This design comes from an exercise in tuning for small area and a short achievable clock period on the open sky130 flow, not from production work. Function was checked by simulation only, so behaviour that the tests miss may differ from the original. Power and IR drop assume default switching activity.

==> design/flow/config.mk <==
export PLATFORM = sky130hd
export DESIGN_NAME = y86_decode
export DESIGN_NICKNAME = y86_decode
export VERILOG_FILES = /design/flow/design.v
export SDC_FILE = /design/flow/constraint.sdc
export NUM_CORES = 4
export LEC_CHECK = 0
export CAP_MARGIN = 20
export CORE_MARGIN = 2
export CORE_UTILIZATION = 40
export SETUP_SLACK_MARGIN = 0.2
export SLEW_MARGIN = 20
==> design/flow/constraint.sdc <==
create_clock -name core_clock -period 6.5 [get_ports {clk_i}]
set_input_delay 1.3000 -clock core_clock [delete_from_list [all_inputs] [get_ports {clk_i}]]
set_output_delay 1.3000 -clock core_clock [all_outputs]
set_load 0.01 [all_outputs]
==> design/flow/design.v <==
package y86_pkg;
    typedef logic [63:0] word_t;
    typedef logic [3:0]  reg_id_t;
    localparam int NUM_REGS = 15;
    localparam reg_id_t RRSP  = 4'h4;   
    localparam reg_id_t RNONE = 4'hf;   
    localparam logic [3:0] IHALT   = 4'h0;
    localparam logic [3:0] INOP    = 4'h1;
    localparam logic [3:0] IRRMOVQ = 4'h2;
    localparam logic [3:0] IIRMOVQ = 4'h3;
    localparam logic [3:0] IRMMOVQ = 4'h4;
    localparam logic [3:0] IMRMOVQ = 4'h5;
    localparam logic [3:0] IOPQ    = 4'h6;
    localparam logic [3:0] IJXX    = 4'h7;
    localparam logic [3:0] ICALL   = 4'h8;
    localparam logic [3:0] IRET    = 4'h9;
    localparam logic [3:0] IPUSHQ  = 4'ha;
    localparam logic [3:0] IPOPQ   = 4'hb;
    localparam logic [2:0] SAOK = 3'd1;
    localparam logic [2:0] SADR = 3'd2;
    localparam logic [2:0] SINS = 3'd3;
    localparam logic [2:0] SHLT = 3'd4;
    typedef struct packed {
        logic [3:0] icode;
        reg_id_t    ra;
        reg_id_t    rb;
        word_t      valp;
        logic [2:0] stat;
    } d_stage_t;
    localparam d_stage_t BUBBLE_D = {INOP, RNONE, RNONE, 64'd0, SAOK};
endpackage
`timescale 1ns/1ps
module decode_reg (
    input  logic              clk_i,
    input  logic              rst_n_i,
    input  logic              stall_i,
    input  logic              bubble_i,
    input  y86_pkg::d_stage_t fetch_i,
    output y86_pkg::d_stage_t d_o
);
    y86_pkg::d_stage_t d_q;
    always_ff @(posedge clk_i) begin
        if (!rst_n_i) begin
            d_q <= y86_pkg::BUBBLE_D;
        end else if (bubble_i) begin
            d_q <= y86_pkg::BUBBLE_D;   
        end else if (!stall_i) begin
            d_q <= fetch_i;
        end
    end
    assign d_o = d_q;
endmodule
`timescale 1ns/1ps
module reg_select (
    input  y86_pkg::d_stage_t d_i,
    output y86_pkg::reg_id_t  src_a_o,
    output y86_pkg::reg_id_t  src_b_o,
    output y86_pkg::reg_id_t  dst_e_o,
    output y86_pkg::reg_id_t  dst_m_o
);
    always_comb begin
        src_a_o = y86_pkg::RNONE;
        src_b_o = y86_pkg::RNONE;
        dst_e_o = y86_pkg::RNONE;
        dst_m_o = y86_pkg::RNONE;
        case (d_i.icode)
            y86_pkg::IRRMOVQ: begin
                src_a_o = d_i.ra;
                dst_e_o = d_i.rb;
            end
            y86_pkg::IIRMOVQ: begin
                dst_e_o = d_i.rb;
            end
            y86_pkg::IRMMOVQ: begin
                src_a_o = d_i.ra;
                src_b_o = d_i.rb;   
            end
            y86_pkg::IMRMOVQ: begin
                src_b_o = d_i.rb;
                dst_m_o = d_i.ra;
            end
            y86_pkg::IOPQ: begin
                src_a_o = d_i.ra;
                src_b_o = d_i.rb;
                dst_e_o = d_i.rb;
            end
            y86_pkg::ICALL: begin
                src_b_o = y86_pkg::RRSP;
                dst_e_o = y86_pkg::RRSP;
            end
            y86_pkg::IPUSHQ: begin
                src_a_o = d_i.ra;
                src_b_o = y86_pkg::RRSP;
                dst_e_o = y86_pkg::RRSP;
            end
            y86_pkg::IPOPQ, y86_pkg::IRET: begin
                src_a_o = y86_pkg::RRSP;
                src_b_o = y86_pkg::RRSP;
                dst_e_o = y86_pkg::RRSP;
                if (d_i.icode == y86_pkg::IPOPQ) dst_m_o = d_i.ra;
            end
            default: ;   
        endcase
    end
endmodule
`timescale 1ns/1ps
module reg_file (
    input  logic              clk_i,
    input  logic              rst_n_i,
    input  y86_pkg::reg_id_t  src_a_i,
    input  y86_pkg::reg_id_t  src_b_i,
    output y86_pkg::word_t    rval_a_o,
    output y86_pkg::word_t    rval_b_o,
    input  y86_pkg::reg_id_t  w_dstm_i,
    input  y86_pkg::word_t    w_valm_i,
    input  y86_pkg::reg_id_t  w_dste_i,
    input  y86_pkg::word_t    w_vale_i
);
    y86_pkg::word_t regs [y86_pkg::NUM_REGS];
    always_ff @(posedge clk_i) begin
        if (!rst_n_i) begin
            for (int i = 0; i < y86_pkg::NUM_REGS; i++) begin
                regs[i] <= '0;
            end
        end else begin
            if (w_dste_i != y86_pkg::RNONE) begin
                regs[w_dste_i] <= w_vale_i;
            end
            if (w_dstm_i != y86_pkg::RNONE) begin
                regs[w_dstm_i] <= w_valm_i;
            end
        end
    end
    assign rval_a_o = regs[src_a_i];
    assign rval_b_o = regs[src_b_i];
endmodule
`timescale 1ns/1ps
module operand_forward (
    input  y86_pkg::d_stage_t d_i,
    input  y86_pkg::reg_id_t  src_a_i,
    input  y86_pkg::reg_id_t  src_b_i,
    input  y86_pkg::word_t    rval_a_i,
    input  y86_pkg::word_t    rval_b_i,
    input  y86_pkg::reg_id_t  e_dste_i,
    input  y86_pkg::word_t    e_vale_i,
    input  y86_pkg::reg_id_t  m_dstm_i,
    input  y86_pkg::word_t    m_valm_i,
    input  y86_pkg::reg_id_t  m_dste_i,
    input  y86_pkg::word_t    m_vale_i,
    input  y86_pkg::reg_id_t  w_dstm_i,
    input  y86_pkg::word_t    w_valm_i,
    input  y86_pkg::reg_id_t  w_dste_i,
    input  y86_pkg::word_t    w_vale_i,
    output y86_pkg::word_t    val_a_o,
    output y86_pkg::word_t    val_b_o
);
    always_comb begin
        if (d_i.icode == y86_pkg::ICALL || d_i.icode == y86_pkg::IJXX) begin
            val_a_o = d_i.valp;
        end else if (src_a_i == y86_pkg::RNONE) begin
            val_a_o = '0;   
        end else if (src_a_i == e_dste_i) begin
            val_a_o = e_vale_i;
        end else if (src_a_i == m_dstm_i) begin
            val_a_o = m_valm_i;
        end else if (src_a_i == m_dste_i) begin
            val_a_o = m_vale_i;
        end else if (src_a_i == w_dstm_i) begin
            val_a_o = w_valm_i;
        end else if (src_a_i == w_dste_i) begin
            val_a_o = w_vale_i;
        end else begin
            val_a_o = rval_a_i;
        end
    end
    always_comb begin
        if (src_b_i == y86_pkg::RNONE) begin
            val_b_o = '0;
        end else if (src_b_i == e_dste_i) begin
            val_b_o = e_vale_i;
        end else if (src_b_i == m_dstm_i) begin
            val_b_o = m_valm_i;
        end else if (src_b_i == m_dste_i) begin
            val_b_o = m_vale_i;
        end else if (src_b_i == w_dstm_i) begin
            val_b_o = w_valm_i;
        end else if (src_b_i == w_dste_i) begin
            val_b_o = w_vale_i;
        end else begin
            val_b_o = rval_b_i;
        end
    end
endmodule
`timescale 1ns/1ps
module y86_decode (
    input  logic          clk_i,
    input  logic          rst_n_i,
    input  logic          stall_i,
    input  logic          bubble_i,
    input  logic [3:0]    f_icode_i,
    input  logic [3:0]    f_ra_i,
    input  logic [3:0]    f_rb_i,
    input  logic [63:0]   f_valp_i,
    input  logic [2:0]    f_stat_i,
    input  logic [3:0]    e_dste_i,
    input  logic [63:0]   e_vale_i,
    input  logic [3:0]    m_dstm_i,
    input  logic [63:0]   m_valm_i,
    input  logic [3:0]    m_dste_i,
    input  logic [63:0]   m_vale_i,
    input  logic [3:0]    w_dstm_i,
    input  logic [63:0]   w_valm_i,
    input  logic [3:0]    w_dste_i,
    input  logic [63:0]   w_vale_i,
    output logic [63:0]   d_vala_o,
    output logic [63:0]   d_valb_o,
    output logic [3:0]    d_dste_o,
    output logic [3:0]    d_dstm_o,
    output logic [3:0]    d_srca_o,
    output logic [3:0]    d_srcb_o,
    output logic [2:0]    d_stat_o
);
    y86_pkg::d_stage_t fetch_d;
    y86_pkg::d_stage_t d_q;
    y86_pkg::word_t    rval_a;
    y86_pkg::word_t    rval_b;
    assign fetch_d = {f_icode_i, f_ra_i, f_rb_i, f_valp_i, f_stat_i};
    decode_reg u_decode_reg (
        .clk_i    (clk_i),
        .rst_n_i  (rst_n_i),
        .stall_i  (stall_i),
        .bubble_i (bubble_i),
        .fetch_i  (fetch_d),
        .d_o      (d_q)
    );
    reg_select u_reg_select (
        .d_i     (d_q),
        .src_a_o (d_srca_o),
        .src_b_o (d_srcb_o),
        .dst_e_o (d_dste_o),
        .dst_m_o (d_dstm_o)
    );
    reg_file u_reg_file (
        .clk_i    (clk_i),
        .rst_n_i  (rst_n_i),
        .src_a_i  (d_srca_o),
        .src_b_i  (d_srcb_o),
        .rval_a_o (rval_a),
        .rval_b_o (rval_b),
        .w_dstm_i (w_dstm_i),
        .w_valm_i (w_valm_i),
        .w_dste_i (w_dste_i),
        .w_vale_i (w_vale_i)
    );
    operand_forward u_operand_forward (
        .d_i      (d_q),
        .src_a_i  (d_srca_o),
        .src_b_i  (d_srcb_o),
        .rval_a_i (rval_a),
        .rval_b_i (rval_b),
        .e_dste_i (e_dste_i),
        .e_vale_i (e_vale_i),
        .m_dstm_i (m_dstm_i),
        .m_valm_i (m_valm_i),
        .m_dste_i (m_dste_i),
        .m_vale_i (m_vale_i),
        .w_dstm_i (w_dstm_i),
        .w_valm_i (w_valm_i),
        .w_dste_i (w_dste_i),
        .w_vale_i (w_vale_i),
        .val_a_o  (d_vala_o),
        .val_b_o  (d_valb_o)
    );
    assign d_stat_o = d_q.stat;   
endmodule
==> design/flow/run.sh <==
#!/bin/bash
# synth_recipe.tcl (not shown) runs the flow's synth.tcl, then flattens the netlist and writes it again
# the make line also repeats each setting of config.mk as NAME=value (left out here)
make -C /OpenROAD-flow-scripts/flow DESIGN_CONFIG=/design/flow/config.mk WORK_HOME=/design/flow/orfs CLKGATE_MAP_FILE= SYNTH_SCRIPT=/design/flow/synth_recipe.tcl finish
==> run summary <==
==> Yosys cell counts (39+ instances only) <==
master    instances
nor2_1          219
nand2b_1         69
o31ai_1          83
a22o_1          962
and3_1          157
o221ai_1         91
or3_1            67
a21oi_1         112
mux4_2          127
dfxtp_1          79
mux2i_1         197
nand3_1         179
o22ai_1          89
o21ai_0          66
mux2_2           64
buf_1           128
nor3_1          162
nand2_1         427
a22oi_1         211
clkbuf_1        801
edfxtp_1       1024
buf_2            94
o211ai_1         39
a221oi_1        532
==> timing repair <==
item	CTS	global route
cloned	4	0
endpoints found under the setup margin	103	75
endpoints found under the hold margin	0	0
buffers inserted	14	0
pin swaps	5	1
gates resized for setup	24	19
==> cell type report <==
| type | count | area share |
|---|---|---|
| multi-input combinational | 4230 | 0.4010 |
| sequential | 1103 | 0.3953 |
| tap | 2218 | 0.03393 |
| clock inverter | 75 | 0.007189 |
| antenna | 27 | 0.0008260 |
| timing repair buffer | 911 | 0.1162 |
| inverter | 13 | 0.001101 |
| clock buffer | 168 | 0.04437 |
==> worst max-delay path, stage by stage, from the launching register on <==
cell and delay (ns):
dfxtp_1 0.32, buf_4 0.27, nor2b_1 0.17, buf_4 0.23
o21ai_4 0.20, nand2_8 0.30, a21oi_1 0.18, nand2_4 0.35
and2_4 0.40, buf_4 0.36, o221ai_1 0.34, o31ai_1 0.35
buf_4 0.18, clkdlybuf4s50_1 0.54
==> where the power goes <==
group	leakage [nW]	total, mW	switching [mW]	internal (mW)
clock network	2.07	7.45	3.24	4.21
registers	10.6	8.59	0.280	8.31
logic	15.6	3.07	1.94	1.13
==> layer usage <==
metal	global-route usage	up-vias
met5	0	-
met4	0.2895	28
met3	0.1228	1666
met2	0.5654	6603
met1	0.4737	32980
li1	-	25940
==> state kept, by name (all words and copies together) (netlist names) <==
signal / flops
u_decode_reg.d_q: 79
u_reg_file.regs: 1024
==> cells by family after synthesis <==
logic type | Yosys count | share of synthesized area
compound gates | 2391 | 0.2871
buf+inv | 1050 | 0.06014
xor+xnor | 27 | 0.003456
flops | 1103 | 0.4725
mux | 388 | 0.08115
other cells | 1 | 0.00005480
simple gates | 1359 | 0.09563
==> worst paths after layout <==
path         cells past startpoint                   end  slack (ns)
min                              2   u_decode_reg.d_q[0]        0.48
min reg2reg                      2   u_decode_reg.d_q[0]        0.48
max                             13          d_vala_o[48]        0.15
max reg2reg                      3  u_decode_reg.d_q[78]        5.61
==> stage by stage <==
step | area [um^2] | total power [mW] | setup WS (ns) | cells
4_1_cts | 81620 | 18.92 | 0.2020 | 8717
3_5_place_dp | 77010 | 11.61 | 0.3455 | 8456
6_report | 81800 | 19.11 | 0.1496 | 8745
5_1_grt | 81740 | 19.43 | 0.1091 | 8723
3_3_place_gp | 76950 | 11.56 | 0.4104 | 8453
2_1_floorplan | 68660 | 10.17 | 0.9451 | 6382
==> summary.txt <==
Status: no timing/DRC/antenna violations
DR top layer: met5
Worst Path Required: 5.20 ns
Skew-Pair Late Insertion Delay: 0.81 ns
Most frequent cells in the layout: edfxtp_1 (1024), a22o_1 (962), clkdlybuf4s50_1 (568)
Most common cell after layout, fill and taps aside: edfxtp_1
Initial core utilization: 0.4033
Hold crit path type: flip-flop to flip-flop
Synth Cell Area: 0.06843 mm^2
Slew Limit Fails: 0
Area grow syn2layout: 19.54%
H-Tree Depth: 4
I/O pins: 570
Gr usage total: 0.3855
Yosys top cell by area: edfxtp_1
CTS Buffer Depth: 3
CP Launch Point: u_decode_reg.d_q[78]
Core Region: 0.1697 mm^2
Unrepaired setup endpoints after global routing: true
Pwr/cell area: 233.6 mW/mm^2
Fmax: 157.5 MHz
DRT met1 WL: 119.6 mm
Top FF cell, synth: edfxtp_1
#FFs+latches synth: 1103
Final Hold Fails: 0
Synth top area cells: edfxtp_1 (45%), a22o_1 (12%), a221oi_1 (6.8%)
Final Setup Violations: 0
DRT Wirelength: 350.9 mm
TritonCTS buffer count: 134
Period utilisation layout: 0.9770
Die Y-Extent: 417.6 um
Met2 routed wirelength: 149.7 mm
Area share of the largest cell type after synthesis: 0.4494
Worst hold margin: 0.4844 ns
Register Area: 0.03234 mm^2
Fraction of layout cells with a size suffix above 1: 0.1289
Die area: 0.1744 mm^2
P_leak: 28.20 nW
Vias/cell: 7.687
Asr flop ratio synth: 0
Drt wl/cell: 40.13 um
Vias in the first global route: 64260
Syn_area_per_cell: 10.83 um^2
CP Data Arrival Time: 5.05 ns
Post-synth EDFFs: 1024
First-pass GRT wire length: 483.3 mm
Grt total ovfl: 0
Synth warn: 4
Via Count: 67220
CTS clk-pin slew, worst paths: 0.06 ns
PortBufs: 569
CTS root buffer: clkbuf_16
DR DRC count: 0
Nets: 6816
Clk sinks: 1103
Met3 WL: 50.26 mm
Crit path kind: flip-flop to primary output
Site Rows: 151
Area of the multi-input gates: 0.03281 mm^2
Setup crit end kind: primary output
Die W: 417.6 um
GP Congestion: 0.9199
CP startpoint kind: flip-flop
Fill cells: 15020
TritonCTS clock tree: done
Worst Tran Pin Value: 1.159 ns
Reg-to-reg startpoint: u_decode_reg.d_q[78]
Post-layout util: 0.4821
Placed wire-length estimate: 201.6 mm
Syn Inst Count: 6319
Post-synthesis sequential area ratio: 0.4725
Starting DRT DRC Count: 12300
CTS Hold Buffers Added: 0
Routed Antenna Nets: 0
Pin count of the biggest net entering global routing: 144
Skew final: 0 ns
Hold Startpoint: u_decode_reg.d_q[0]
Yosys cell types: 79
Max-slew headroom: 0.2272
Max Cap Viol: 0
Maximum VDD drop: 277.3 uV
1st-pass router iterations: 9
Initial antenna violation count: 30
Max FO, Critical Path: 20
Setup_tns: 0 ns
Minimum clock period: 6.350 ns

[port drivers added, routing unchanged]
Ports are ideal in the flow. The routed layout listed here was re-timed in OpenROAD. Step 1: set_driving_cell puts a clkbuf_16 on clk_i and a buf_2 on each other input, an assumption about the parent block. Step 2, shift: input delay + t, output delay - t, t = (earliest + latest rising clock arrival at the registers) / 2. This alone moves slack from input paths to output paths. Slacks: no drivers / after step 1 / after step 2; pairs: no drivers / after step 1.
t (ns): 0.873
setup slack, ns: 0.150 / 0.066 / 0.311
worst setup path at the end: input to output
latest minus earliest clock arrival (ns): 0.039 / 0.039
After both steps setup and hold are still met in this run. For this run, drivers alone change the setup slack by -0.084 ns; drivers and shift together by +0.161 ns.
